Context: an optimization exercise on an open-source flow, tuned for a short achievable clock period and few clock cycles per item. The choices shown serve that exercise and are no tape-out recipe.
Only simulation tests tie the RTL to the original design; equivalence was not proved.
The flow treats the clock pin as an ideal source. Dropping or thinning the clock tree relies on that and would not hold on a real chip.
Power and IR drop assume default switching activity.

Design mem_issue_sched, start of the top module:
module mem_issue_sched #(
  parameter int NLD = 4,
  parameter int NST = 4
) (
  input  logic        clock,
  input  logic        resetn,
  input  logic        alloc_valid,
  input  logic        alloc_store,
  input  logic [31:0] alloc_address,
  input  logic [31:0] alloc_data,
  input  logic [4:0]  alloc_dst,
  output logic        rs_lok,
  output logic        rs_sok,
  output logic        rs_free,
  output logic        mem_req,
  output logic        mem_we,
  output logic [31:0] mem_addr,
  output logic [31:0] mem_wdata,
  input  logic        mem_ack,
  input  logic [31:0] mem_rdata,
  output logic [63:0] out_databus,
  output logic        write_databus,
  output logic [4:0]  out_dst,
  output logic [31:0] out_dst_data,
  output logic        write_dst
);
==> flow/config.mk <==
export PLATFORM = sky130hd
export DESIGN_NAME = mem_issue_sched
export DESIGN_NICKNAME = mem_issue_sched
export VERILOG_FILES = /design/flow/design.v
export SDC_FILE = /design/flow/constraint.sdc
export NUM_CORES = 4
export LEC_CHECK = 0
export ABC_CLOCK_PERIOD_IN_PS = 1500
export CAP_MARGIN = 20
export CORE_MARGIN = 2
export CORE_UTILIZATION = 50
export SETUP_SLACK_MARGIN = 5
export SLEW_MARGIN = 20
==> flow/constraint.sdc <==
create_clock -name core_clock -period 6.5 [get_ports {clock}]
set_input_delay 1.3000 -clock core_clock [delete_from_list [all_inputs] [get_ports {clock}]]
set_output_delay 1.3000 -clock core_clock [all_outputs]
set_load 0.01 [all_outputs]
standard.sh (not shown) runs the stock make flow with config.mk's settings and CLKGATE_MAP_FILE= SYNTH_SCRIPT=/design/flow/synth_recipe.tcl, a recipe that flattens the netlist after the stock synthesis.
==> flow/flow/run.sh <==
#!/bin/bash
# Standard ORFS layout, except that the clock tree is built by flow/pre_cts.tcl (a shallow,
# balanced two-level tree) instead of TritonCTS. make's output goes to standard.log; each ORFS
# step keeps its own log under orfs/logs.
set -euo pipefail
here=$(pwd)
bash standard.sh PRE_CTS_TCL="$here/flow/pre_cts.tcl" finish > "$here/standard.log" 2>&1
==> flow/flow/mktree.tcl <==
# Manual two-level clock tree: clock port -> NROOT root buffers -> leaf buffers -> flip-flops.
# Leaves come from recursive bisection of the flip-flops by location, roots from bisection of leaves.
proc ct_bisect {items maxn} {
  # items: list of {x y payload}; returns list of groups
  if {[llength $items] <= $maxn} { return [list $items] }
  set xs [lmap it $items {lindex $it 0}]
  set ys [lmap it $items {lindex $it 1}]
  set dx [expr {[tcl::mathfunc::max {*}$xs] - [tcl::mathfunc::min {*}$xs]}]
  set dy [expr {[tcl::mathfunc::max {*}$ys] - [tcl::mathfunc::min {*}$ys]}]
  set idx [expr {$dx >= $dy ? 0 : 1}]
  set s [lsort -real -index $idx $items]
  set h [expr {[llength $s] / 2}]
  return [concat [ct_bisect [lrange $s 0 [expr {$h - 1}]] $maxn] [ct_bisect [lrange $s $h end] $maxn]]
}
proc ct_split {items n} {
  # split into exactly n groups of near-equal size by recursive cuts across the longer side
  if {$n <= 1} { return [list $items] }
  set xs [lmap it $items {lindex $it 0}]
  set ys [lmap it $items {lindex $it 1}]
  set dx [expr {[tcl::mathfunc::max {*}$xs] - [tcl::mathfunc::min {*}$xs]}]
  set dy [expr {[tcl::mathfunc::max {*}$ys] - [tcl::mathfunc::min {*}$ys]}]
  set idx [expr {$dx >= $dy ? 0 : 1}]
  set s [lsort -real -index $idx $items]
  set m [expr {$n / 2}]
  set h [expr {int(round(double([llength $s]) * $m / $n))}]
  return [concat [ct_split [lrange $s 0 [expr {$h - 1}]] $m] [ct_split [lrange $s $h end] [expr {$n - $m}]]]
}
proc ct_centroid {items} {
  set sx 0; set sy 0
  foreach it $items { set sx [expr {$sx + [lindex $it 0]}]; set sy [expr {$sy + [lindex $it 1]}] }
  set n [llength $items]
  return [list [expr {int($sx / $n)}] [expr {int($sy / $n)}]]
}
proc ct_build {leafmax nroot leafcell rootcell} {
  set block [ord::get_db_block]
  set db [ord::get_db]
  set clknet [$block findNet clock]
  set sinks {}
  foreach it [$clknet getITerms] {
    set inst [$it getInst]
    set bb [$inst getBBox]
    lappend sinks [list [expr {([$bb xMin] + [$bb xMax]) / 2}] [expr {([$bb yMin] + [$bb yMax]) / 2}] $it]
  }
  puts "CT sinks [llength $sinks]"
  set lmaster [$db findMaster $leafcell]
  set rmaster [$db findMaster $rootcell]
  set groups [ct_split $sinks [expr {([llength $sinks] + $leafmax - 1) / $leafmax}]]
  puts "CT leaves [llength $groups]"
  set leaves {}
  set i 0
  foreach g $groups {
    set c [ct_centroid $g]
    set inst [odb::dbInst_create $block $lmaster "ctleaf_$i"]
    set w [$lmaster getWidth]
    $inst setLocation [expr {[lindex $c 0] - $w / 2}] [lindex $c 1]
    $inst setPlacementStatus PLACED
    set net [odb::dbNet_create $block "ctleafnet_$i"]
    $net setSigType CLOCK
    foreach s $g { set it [lindex $s 2]; $it disconnect; $it connect $net }
    [$inst findITerm X] connect $net
    lappend leaves [list [lindex $c 0] [lindex $c 1] [$inst findITerm A]]
    incr i
  }
  set rgroups [ct_split $leaves $nroot]
  set j 0
  foreach g $rgroups {
    set c [ct_centroid $g]
    set inst [odb::dbInst_create $block $rmaster "ctroot_$j"]
    $inst setLocation [expr {[lindex $c 0] - [$rmaster getWidth] / 2}] [lindex $c 1]
    $inst setPlacementStatus PLACED
    set net [odb::dbNet_create $block "ctrootnet_$j"]
    $net setSigType CLOCK
    foreach s $g { [lindex $s 2] connect $net }
    [$inst findITerm X] connect $net
    [$inst findITerm A] connect $clknet
    incr j
  }
  $clknet setSigType CLOCK
  puts "CT roots $j"
}
==> flow/flow/pre_cts.tcl <==
# Runs before ORFS's CTS step: builds a two-level clock tree by hand (clock port -> 4 root
# buffers -> leaf buffers of at most 26 flip-flops each), moves each output port's buffer next
# to the flip-flop driving it, and turns ORFS's call to clock_tree_synthesis into a no-op, so the
# rest of the step (legalisation, timing repair) runs as usual.
source [file join [file dirname [info script]] mktree.tcl]
source [file join [file dirname [info script]] mvbuf.tcl]
ct_build 26 4 sky130_fd_sc_hd__clkbuf_16 sky130_fd_sc_hd__buf_16
ob_move
proc clock_tree_synthesis {args} { puts "clock_tree_synthesis skipped: manual clock tree built" }
Other scripts of this flow, unchanged in this note and not shown: flow/flow/mvbuf.tcl
The starting point finished with timing, DRC and antenna clean.
Testbench counts at the start, summed over its fixed seeds: cycles 3,216, items 3,200.
Change:
CORE_UTILIZATION = 40   (was 50)
What happened:
- The new run completed without violations
- synthesized area is unchanged
- utilization shrinks by 14 points
- wire length grows by about 2.4%
- via count barely changes
- total power hardly moves
- first-iteration DRC count grows by about 0.33%
- register-to-register slack improves by 50 ps
- hold slack improves by 16 ps
- final cell count grows by about 5.5%
- critical path depth stays the same
Change:
--- a/flow/flow/mktree.tcl
+++ b/flow/flow/mktree.tcl
@@ -32,4 +32,12 @@
   return [list [expr {int($sx / $n)}] [expr {int($sy / $n)}]]
 }
+proc ct_out {inst} {
+  foreach it [$inst getITerms] { if {[$it isOutputSignal]} { return $it } }
+  error "no output on [$inst getName]"
+}
+proc ct_in {inst} {
+  foreach it [$inst getITerms] { if {[$it isInputSignal]} { return $it } }
+  error "no input on [$inst getName]"
+}
 proc ct_build {leafmax nroot leafcell rootcell} {
   set block [ord::get_db_block]
@@ -58,6 +66,6 @@
     $net setSigType CLOCK
     foreach s $g { set it [lindex $s 2]; $it disconnect; $it connect $net }
-    [$inst findITerm X] connect $net
-    lappend leaves [list [lindex $c 0] [lindex $c 1] [$inst findITerm A]]
+    [ct_out $inst] connect $net
+    lappend leaves [list [lindex $c 0] [lindex $c 1] [ct_in $inst]]
     incr i
   }
@@ -72,6 +80,6 @@
     $net setSigType CLOCK
     foreach s $g { [lindex $s 2] connect $net }
-    [$inst findITerm X] connect $net
-    [$inst findITerm A] connect $clknet
+    [ct_out $inst] connect $net
+    [ct_in $inst] connect $clknet
     incr j
   }
==> flow/flow/pre_cts.tcl (replaced) <==
# Runs before ORFS's CTS step: builds a two-level clock tree by hand (clock port -> 4 root
# inverters -> leaf inverters of at most 26 flip-flops each; two inversions, so the flip-flops
# see the clock's own polarity), moves each output port's buffer next to the flip-flop driving
# it, and turns ORFS's calls to repair_clock_inverters and clock_tree_synthesis into no-ops (the
# first would clone the leaf inverters per flip-flop), so the rest of the step (legalisation,
# timing repair) runs as usual.
source [file join [file dirname [info script]] mktree.tcl]
source [file join [file dirname [info script]] mvbuf.tcl]
ct_build 26 4 sky130_fd_sc_hd__inv_16 sky130_fd_sc_hd__inv_16
ob_move
proc repair_clock_inverters {args} { puts "repair_clock_inverters skipped: manual clock tree built" }
proc clock_tree_synthesis {args} { puts "clock_tree_synthesis skipped: manual clock tree built" }
Final cell count goes down by 0.45%.
Routed wire length barely changes.
Worst setup slack gets better by 72 ps.
Clock power goes down by about 10%.
Design area barely changes.
Critical path depth goes up by 5.
Power goes down by about 2.1%.
Fmax goes up by about 3.5%.
First-iteration DRC count goes down by about 5%.
Area after synthesis does not change.
No run of this note takes its clock network from TritonCTS; it comes from the design's own scripts or RTL.

========
Setup of exp/quartz:
mem_issue_sched, a different RTL version from the one above (not shown whole).
For scale: about 280 I/O pins, roughly 0.032 mm² of cells after synthesis.
==> flow/config.mk <==
export PLATFORM = sky130hd
export DESIGN_NAME = mem_issue_sched
export DESIGN_NICKNAME = mem_issue_sched
export VERILOG_FILES = /design/flow/design.v
export SDC_FILE = /design/flow/constraint.sdc
export NUM_CORES = 4
export LEC_CHECK = 0
export ABC_CLOCK_PERIOD_IN_PS = 1500
export CAP_MARGIN = 20
export CORE_MARGIN = 2
export CORE_UTILIZATION = 40
export SETUP_SLACK_MARGIN = 5
export SLEW_MARGIN = 20
==> flow/constraint.sdc <==
create_clock -name core_clock -period 6.5 [get_ports {clock}]
set_input_delay 1.3000 -clock core_clock [delete_from_list [all_inputs] [get_ports {clock}]]
set_output_delay 1.3000 -clock core_clock [all_outputs]
set_load 0.01 [all_outputs]
==> flow/flow/pre_cts.tcl <==
# Runs before ORFS's CTS step: builds a two-level clock tree by hand (clock port -> 4 root
# buffers -> leaf buffers of at most 20 flip-flops each) and turns ORFS's call to
# clock_tree_synthesis into a no-op, so the rest of the step (legalisation, timing repair) runs
# as usual on this tree.
source [file join [file dirname [info script]] mktree.tcl]
ct_build 20 4 sky130_fd_sc_hd__clkbuf_16 sky130_fd_sc_hd__clkbuf_16
proc clock_tree_synthesis {args} { puts "clock_tree_synthesis skipped: manual clock tree built" }
Scripts as last shown in full above: flow/flow/run.sh
Other scripts of this flow, unchanged in this note and not shown: flow/flow/mktree.tcl
exp/quartz | status: complete | timing, DRC, antenna: pass
Testbench counts of exp/quartz, summed over its fixed seeds: cycles 3,216, items 3,200.
For exp/xenon, these inputs were changed with respect to exp/quartz:
- CORE_UTILIZATION changed from 40 to 33
Results
exp/xenon did not stop at any stage, and its layout met the timing, DRC and antenna checks.
exp/quartz → exp/xenon: part of the total power dissipated in combinational logic now sits higher, global routing usage on met1 now sits lower, count of instances resized after the clock tree is built now sits higher, top achievable clock speed now sits at about the same level.
Compared with exp/quartz, exp/xenon is hungrier on power.
Proportion of layout cells with a drive suffix above 1 for exp/xenon is higher than for exp/quartz.
exp/quartz -> exp/xenon: count of flip-flops and latches delta 0, exact match
exp/xenon vs. exp/quartz: sequential cell area share went down by 0.53 points.
[inputs] exp/tundra vs exp/xenon
- CORE_UTILIZATION changed from 33 to 40
==> flow/flow/mvbuf.tcl (new file) <==
# Move each output port's buffer next to the flip-flop that drives it, so the flip-flop drives a
# short wire and the (stronger) buffer drives the long wire to the pin. Detailed placement
# legalises the moved buffers afterwards.
proc ob_move {} {
  set block [ord::get_db_block]
  set n 0
  foreach bt [$block getBTerms] {
    if {[$bt getIoType] ne "OUTPUT"} continue
    set net [$bt getNet]
    if {$net eq "NULL"} continue
    set drv ""
    foreach it [$net getITerms] { if {[$it isOutputSignal]} { set drv $it } }
    if {$drv eq ""} continue
    set buf [$drv getInst]
    set in ""
    foreach it [$buf getITerms] { if {[$it isInputSignal]} { set in $it } }
    if {$in eq ""} continue
    set n2 [$in getNet]
    if {$n2 eq "NULL" || [llength [$n2 getITerms]] != 2} continue
    set src ""
    foreach it [$n2 getITerms] { if {[$it isOutputSignal]} { set src $it } }
    if {$src eq ""} continue
    set ff [$src getInst]
    set loc [$ff getLocation]
    $buf setLocation [expr {[lindex $loc 0] + [[$ff getMaster] getWidth]}] [lindex $loc 1]
    incr n
  }
  puts "moved $n output buffers next to their drivers"
}
==> flow/flow/pre_cts.tcl <==
# Runs before ORFS's CTS step: builds a two-level clock tree by hand (clock port -> 4 root
# buffers -> leaf buffers of at most 26 flip-flops each), moves each output port's buffer next
# to the flip-flop driving it, and turns ORFS's call to clock_tree_synthesis into a no-op, so the
# rest of the step (legalisation, timing repair) runs as usual.
source [file join [file dirname [info script]] mktree.tcl]
source [file join [file dirname [info script]] mvbuf.tcl]
ct_build 26 4 sky130_fd_sc_hd__clkbuf_16 sky130_fd_sc_hd__buf_16
ob_move
proc clock_tree_synthesis {args} { puts "clock_tree_synthesis skipped: manual clock tree built" }
### Flow results
exp/tundra — met2 capacity usage during global routing 6.8 points higher, exp/xenon as reference
Compared with exp/xenon, wire length the detailed router placed on met1 in exp/tundra decreased by a few percent.
exp/tundra vs exp/xenon: sequential power down slightly
exp/tundra against exp/xenon: synthesis-to-finish area growth saw a decrease; detail-routed net length per standard cell saw an increase; timing-limited maximum frequency saw an increase.
Compared exp/tundra vs exp/xenon, and cell count along the critical path is up in exp/tundra.
Diff exp/tundra..exp/xenon | post-synthesis cell area | unchanged
exp/tundra vs exp/xenon: met2 wirelength from detailed routing down in exp/tundra
exp/xenon → exp/tundra: fraction of layout instances using a drive strength above 1 shows a reduction of 0.72 points; pin count of the biggest net entering global routing saw an increase.
No run of this note takes its clock network from TritonCTS; it comes from the design's own scripts or RTL.

[static timing again, ports no longer ideal]
The results above use ideal ports. As a check the final layouts listed here were re-extracted and re-timed, cells and wires unchanged.
Step 1 sets driving cells, clkbuf_16 on the clock port and buf_2 on the other inputs (assumed; they add their load-dependent delay and slew).
Step 2, shift: input delay + t, output delay - t, t = (earliest + latest rising clock arrival at the registers) / 2. This alone moves slack from input paths to output paths.
Slacks: ideal ports / drivers / drivers and shift; pairs: ideal ports / drivers.
| run | t, ns | setup WS [ns] | worst data-port slew with drivers (ns) |
|---|---|---|---|
| the first run of note 1 | 0.522 | 4.336 / 4.180 / 3.674 | 0.65 |
| the second run of note 1 | 0.526 | 4.359 / 4.203 / 3.915 | 0.31 |
| the third run of note 1 | 0.482 | 4.431 / 4.219 / 3.955 | 0.37 |
| exp/quartz | 0.562 | 4.263 / 4.115 / 3.560 | 1.12 |
| exp/xenon | 0.561 | 4.269 / 4.128 / 3.742 | 0.82 |
| exp/tundra | 0.532 | 4.352 / 4.123 / 3.591 | 1.08 |
After both steps every run listed still meets setup and hold. The setup slack of exp/tundra, which loses most, moves by -0.229 ns with the drivers and by -0.761 ns with both steps.
